Background: an optimization exercise with open tools, aiming at a short achievable clock period and few clock cycles. Do not read the settings as production practice.
The RTL was checked by simulation tests, not by an equivalence proof against the original design.
No activity file was given, so power comes from the tool's default toggle rates.

File: design/flow/design.v
package pcache_pkg;
    localparam int unsigned ADDR_W         = 32;
    localparam int unsigned DATA_W         = 16;
    localparam int unsigned LINES_DEF      = 32;
    localparam int unsigned LINE_WORDS_DEF = 8;
    localparam int unsigned INDEX_W_DEF    = $clog2(LINES_DEF);
    localparam int unsigned OFFSET_W_DEF   = $clog2(LINE_WORDS_DEF);
    localparam int unsigned TAG_W_DEF      = ADDR_W - INDEX_W_DEF - OFFSET_W_DEF;
    localparam logic [31:0] STAT_MAX       = 32'hFFFF_FFFF;
    typedef enum logic [1:0] {
        IDLE = 2'd0,
        REQ  = 2'd1,
        FILL = 2'd2,
        DONE = 2'd3
    } pcache_state_e;
    function automatic logic [31:0] sat_inc(input logic [31:0] value);
        sat_inc = (value == STAT_MAX) ? value : value + 32'd1;
    endfunction
endpackage
module pcache_data_ram #(
    parameter int unsigned DEPTH = 256,
    parameter int unsigned AW    = 8,
    parameter int unsigned DW    = 16
) (
    input  logic          clk,
    input  logic          we,
    input  logic [AW-1:0] waddr,
    input  logic [DW-1:0] wdata,
    input  logic [AW-1:0] raddr,
    output logic [DW-1:0] rdata
);
    logic [DW-1:0] mem [DEPTH];
    always_ff @(posedge clk) begin
        if (we) begin
            mem[waddr] <= wdata;
        end
        rdata <= mem[raddr];
    end
endmodule
import pcache_pkg::*;
module p_cache #(
    parameter int unsigned LINES      = LINES_DEF,
    parameter int unsigned LINE_WORDS = LINE_WORDS_DEF
) (
    input  logic        clk,
    input  logic        rst_n,
    input  logic [31:0] prg_address,
    input  logic        flush,
    output logic [15:0] instruction,
    output logic        p_cache_miss,
    output logic        mem_req,
    output logic [31:0] mem_addr,
    input  logic        mem_ack,
    input  logic        mem_valid,
    input  logic [15:0] mem_data
);
    localparam int unsigned INDEX_W  = $clog2(LINES);
    localparam int unsigned OFFSET_W = $clog2(LINE_WORDS);
    localparam int unsigned TAG_W    = ADDR_W - INDEX_W - OFFSET_W;
    localparam int unsigned RAM_AW   = INDEX_W + OFFSET_W;
    localparam logic [OFFSET_W-1:0] LAST_BEAT = OFFSET_W'(LINE_WORDS - 1);
    pcache_pkg::pcache_state_e state_q, state_d;
    logic [31:0]         addr_q, addr_d;
    logic                lookup_q, lookup_d;
    logic [OFFSET_W-1:0] beat_q, beat_d;
    logic [31:0]         mem_addr_q, mem_addr_d;
    logic                flush_pend_q, flush_pend_d;
    logic [LINES-1:0]    valid_q;
    logic [TAG_W-1:0]    tag_q [LINES];
    logic [INDEX_W-1:0]  idx;
    logic [TAG_W-1:0]    tag_in;
    logic                hit;
    logic                ram_we;
    logic                set_valid;
    assign idx    = addr_q[OFFSET_W +: INDEX_W];
    assign tag_in = addr_q[ADDR_W-1 -: TAG_W];
    assign hit    = valid_q[idx] && (tag_q[idx] == tag_in);
    assign p_cache_miss = (state_q == IDLE) ? ~hit : 1'b1;
    assign mem_req      = (state_q == REQ);
    assign mem_addr     = mem_addr_q;
    always_comb begin
        state_d      = state_q;
        addr_d       = addr_q;
        lookup_d     = lookup_q;
        beat_d       = beat_q;
        mem_addr_d   = mem_addr_q;
        flush_pend_d = flush_pend_q;
        ram_we       = 1'b0;
        set_valid    = 1'b0;
        unique case (state_q)
            IDLE: begin
                flush_pend_d = 1'b0;
                if (lookup_q && !hit) begin
                    state_d    = REQ;
                    mem_addr_d = {addr_q[ADDR_W-1:OFFSET_W], {OFFSET_W{1'b0}}};
                end else begin
                    addr_d   = prg_address;
                    lookup_d = 1'b1;
                end
            end
            REQ: begin
                if (mem_ack) begin
                    state_d = FILL;
                    beat_d  = '0;
                end
            end
            FILL: begin
                if (mem_valid) begin
                    ram_we = 1'b1;
                    beat_d = beat_q + OFFSET_W'(1);
                    if (beat_q == LAST_BEAT) begin
                        state_d = DONE;
                    end
                end
            end
            DONE: begin
                state_d   = IDLE;
                set_valid = ~(flush | flush_pend_q);
            end
            default: begin
                state_d = IDLE;
            end
        endcase
        if (flush && (state_q != IDLE)) begin
            flush_pend_d = 1'b1;
        end
    end
    always_ff @(posedge clk or negedge rst_n) begin
        if (!rst_n) begin
            state_q      <= IDLE;
            addr_q       <= '0;
            lookup_q     <= 1'b0;
            beat_q       <= '0;
            mem_addr_q   <= '0;
            flush_pend_q <= 1'b0;
        end else begin
            state_q      <= state_d;
            addr_q       <= addr_d;
            lookup_q     <= lookup_d;
            beat_q       <= beat_d;
            mem_addr_q   <= mem_addr_d;
            flush_pend_q <= flush_pend_d;
        end
    end
    always_ff @(posedge clk or negedge rst_n) begin
        if (!rst_n) begin
            valid_q <= '0;
        end else if (flush) begin
            valid_q <= '0;
        end else if (set_valid) begin
            valid_q[idx] <= 1'b1;
        end
    end
    always_ff @(posedge clk) begin
        if (state_q == DONE) begin
            tag_q[idx] <= tag_in;
        end
    end
    pcache_data_ram #(
        .DEPTH (LINES * LINE_WORDS),
        .AW    (RAM_AW),
        .DW    (DATA_W)
    ) u_data_ram (
        .clk   (clk),
        .we    (ram_we),
        .waddr ({idx, beat_q}),
        .wdata (mem_data),
        .raddr (addr_d[RAM_AW-1:0]),
        .rdata (instruction)
    );
endmodule
File: design/flow/run.sh
#!/bin/bash
# synth_recipe.tcl (not shown) runs the flow's synth.tcl, then flattens the netlist and writes it again
# the make line also repeats each setting of config.mk as NAME=value (left out here)
make -C /OpenROAD-flow-scripts/flow DESIGN_CONFIG=/design/flow/config.mk WORK_HOME=/design/flow/orfs CLKGATE_MAP_FILE= SYNTH_SCRIPT=/design/flow/synth_recipe.tcl finish
File: design/flow/config.mk
export PLATFORM = sky130hd
export DESIGN_NAME = p_cache
export DESIGN_NICKNAME = p_cache
export VERILOG_FILES = /design/flow/design.v
export SDC_FILE = /design/flow/constraint.sdc
export NUM_CORES = 4
export LEC_CHECK = 0
export CAP_MARGIN = 20
export CELL_PAD_IN_SITES_DETAIL_PLACEMENT = 1
export CELL_PAD_IN_SITES_GLOBAL_PLACEMENT = 2
export CORE_MARGIN = 2
export CORE_UTILIZATION = 25
export PLACE_DENSITY = 0.35
export SLEW_MARGIN = 20
File: design/flow/constraint.sdc
create_clock -name core_clock -period 11.0 [get_ports {clk}]
set_input_delay 2.2000 -clock core_clock [delete_from_list [all_inputs] [get_ports {clk}]]
set_output_delay 2.2000 -clock core_clock [all_outputs]
set_load 0.01 [all_outputs]
==> notes.md <==
==> through the flow <==
| step | cells | area [um2] | utilization | hold slack (ns) |
|---|---|---|---|---|
| 4_1_cts | 26300 | 245000 | 0.297 | 0.499 |
| 3_5_place_dp | 25200 | 226000 | 0.274 | 0.489 |
| 2_1_floorplan | 14400 | 207000 | - | 0.457 |
| 5_1_grt | 26300 | 245000 | 0.297 | 0.528 |
| 6_report | 26300 | 246000 | 0.297 | 0.499 |
| 3_3_place_gp | 25100 | 226000 | 0.273 | 0.474 |
==> worst paths after layout <==
kind / cells past startpoint / slack (ns) / end
hold reg to reg: 2 / 0.50 / valid_q[31]$_DFFE_PN0P_
hold / removal: 2 / 0.50 / valid_q[31]$_DFFE_PN0P_
max in group asynchronous: 2 / 8.86 / addr_q[9]$_DFFE_PN0P_
setup / recovery: 22 / 0.93 / u_data_ram.rdata[4]$_DFF_P_
min in group asynchronous: 1 / 1.04 / mem_addr_q[25]$_DFFE_PN0P_
setup reg to reg: 22 / 0.93 / u_data_ram.rdata[4]$_DFF_P_
==> logic make-up (layout without fill, tap and decap cells) <==
family,after synthesis,count (layout)
mux,1702,1702
other cells,1,46
buf+inv,1057,2074
xor+xnor,21,21
compound gates,2318,2318
fa+ha+maj,15,15
simple gates,4265,4265
flops,4980,4980
==> sequential cells by signal (all words and copies together), names as in the netlist <==
| register | cells |
|---|---|
| flush_pend_q | 1 |
| u_data_ram.rdata | 16 |
| tag_q | 768 |
| state_q | 2 |
| addr_q | 32 |
| mem_addr_q | 29 |
| beat_q | 3 |
| u_data_ram.mem | 4096 |
| lookup_q | 1 |
| valid_q | 32 |
==> power breakdown <==
part	switching (mW)	leakage [nW]	total (mW)	internal, mW
Combinational	20.2	27.1	27.5	7.22
Sequential	0.495	45.1	22.1	21.6
Clock	8.49	9.41	20.0	11.5
Total	29.2	81.5	69.5	40.3
==> worst max-delay path, delay by kind of cell, from the launching register on <==
kind | cells | cell delay, ns
AND/OR/NAND/NOR | 3 | 1.34
AO/OA/AOI/OAI | 10 | 4.39
XOR/XNOR | 1 | 0.32
buffers and inverters | 7 | 2.64
multiplexers | 1 | 0.14
flip-flops | 1 | 0.82
==> final cells by class <==
class / count / area, um2
fill: 86000 / 580000
clock inverter: 276 / 2010
clock buffer: 866 / 17300
tap: 10900 / 13700
multi-input combinational: 8324 / 55000
inverter: 23 / 145
antenna: 43 / 108
timing repair buffer: 909 / 8470
sequential: 4980 / 149000
==> routing by layer <==
layer,up-vias,routed length [um]
met4,6,18900
met3,867,33500
met1,74200,476000
met2,2789,507000
li1,57200,-
met5,-,36
==> cell usage in the layout, fill, tap and decap left out, types with 200 or more instances in the layout <==
master,count
edfxtp_1,4864
nand2_1,2404
mux2i_1,1585
nand3_1,1029
buf_4,704
clkbuf_16,654
o22ai_1,498
a21oi_1,406
a221oi_1,322
o221ai_1,235
clkbuf_1,200
==> impl_metrics.toml <==
[clock_network]
holdBufCountCts = 0
h-tree-depth = 6
cts_tree = "built"
worst_skew_pair.late_latency_ns = 1.12
clockRootBuffer = "clkbuf_16"
numCtsBuffers = 635
postCtsResizedCells = 0
cts.sink_count = 4980
clock_path_buffers = 4
clkTransAtPathRegs_ns = 0.06
cts_setup_buffers = 0

[synthesis]
post_synth_mux_area_share = 0.0858
ys_types = 101
yosys.area.top_type = "edfxtp_1"
synth-xor-area-share = 0.000889
synth-compound-area-share = 0.0787
synth-simple-area-share = 0.0884
synth_ff_type = "edfxtp_1"
synth_common_cells = "edfxtp_1, nand2_1, mux2i_1"
ys_top_cells_by_area = "edfxtp_1, mux2i_1, nand2_1, nand3_1, o22ai_1"
async_flop_share = 0.0201
synthCells = 14400
synth_area_um2 = 207000
synth_seq_cells = 4980
ys_seq_area_frac = 0.720
synth.most_common_cell = "edfxtp_1"
synthAdderAreaFrac = 0.000907
netlist.area_leader.share = 0.706
synth_enable_flop_cells = 4864
avgSynthCellArea_um2 = 14.4
yosys_warnings = 2
synth_top_family_by_area = "simple AND/OR/NAND/NOR gates"

[drt]
antenna_left = 0
firstDrtPassIters = 7
num_vias = 135000
wl_per_cell_um = 39.3
drtIter0Drc = 10700
drc = 0
via_per_inst = 5.13
drt_wl_total_mm = 1030

[setup_path]
crit_arrival_ns = 11.12
cp.required_ns = 12.05
critPathMaxStageDelay_ns = 0.85
critPathLaunchType = "flip-flop"
path_max_fanout = 93
endpoint_kind = "flip-flop"
path_class = "reg -> reg"
path_common_cell = "buf_4"
crit_slowest_cell = "a22oi_1"
crit_chain = "buf_12 -> buf_4 -> mux2i_1 -> a22oi_1 -> a21oi_1 -> nor4_1 -> xor2_1 -> a2111oi_0 -> o2111ai_1 -> nand4bb_1 -> a22oi_4 -> buf_12 -> nand2_8 -> buf_12 -> buf_4 -> buf_4 -> o221ai_1 -> o22ai_1 -> a22oi_1 -> buf_4 -> o311a_1 -> o311a_1"
worst_r2r_startpoint = "addr_q[5]$_DFF_PN0_"
startpoint = "addr_q[5]$_DFF_PN0_"

[global_route]
met1_usage = 0.333
antenna_found_initial = 92
gr-max-usage-layer = "met2"
grt.met2_usage = 0.414
grt_max_degree = 142
grt.overflow.total = 0
grt_pass1_wl_mm = 1370
track_usage = 0.240
first_global_vias = 141000
use_met3 = 0.0228

[sta]
period_share = 0.916
rsz0062_at_grt = "no"
fin_ws_ns = 0.929
slew_viol_final = 0
period_needed_ns = 10.07
skew_ns = 0.0316
finalSetupViolations = 0
relSlewSlack = 0.0922
finalHoldViolCount = 0
fmax_ghz = 0.0993
fin_setup_tns_ns = 0
tightestPinTransition_ns = 1.36

[power_and_ir_drop]
power.density_nw_per_um2 = 283
p_leak_nw = 81.5
total_power_mw = 69.5
max-vdd-ir-drop_mv = 0.238

[die]
core_um2 = 826000
die_y_um = 914
die-area_um2 = 835000
die_x_um = 914
rows = 334
pin_count = 103
start_util = 0.251

[placement]
place_ws_ns = 1.13
gp_congestion = 0.759
port-buffer-count = 99
post-dp-hpwl_mm = 639

[finish]
nNetsFinal = 14900
area_delta_synth_final_pct = 18.7
drive_gt1_frac = 0.143

[flow_run]
max_cap_violations = 0

[run_status]
status = "complete, no violations"

[worst_hold_path]
hold_path_class = "reg -> reg"
hp-start = "valid_q[31]$_DFFE_PN0P_"
Testbench counts, summed over its fixed seeds: cycles 334,035.

## static timing again, ports no longer ideal
How much do the figures lean on ideal ports? The routed layout below was timed once more, with nothing changed but the port constraints. Step 1, drivers: a clkbuf_16 drives clk and a buf_2 each remaining input, both assumed. Step 2 also shifts input and output timing later by t, the mid clock arrival at the registers, as if the neighbouring blocks saw the same clock. Three values: ideal, step 1, step 2; two values: the first two.
t (ns): 1.251
setup WS [ns]: 0.929 / 0.929 / 0.929
worst setup path after step 2: register to register
worst register clock-pin slew, ns: 0.07 / 0.07
pins driven straight from the clock port: 1
After both steps setup and hold are still met in this run. For this run, drivers alone change the setup slack by 0.000 ns; drivers and shift together by 0.000 ns.
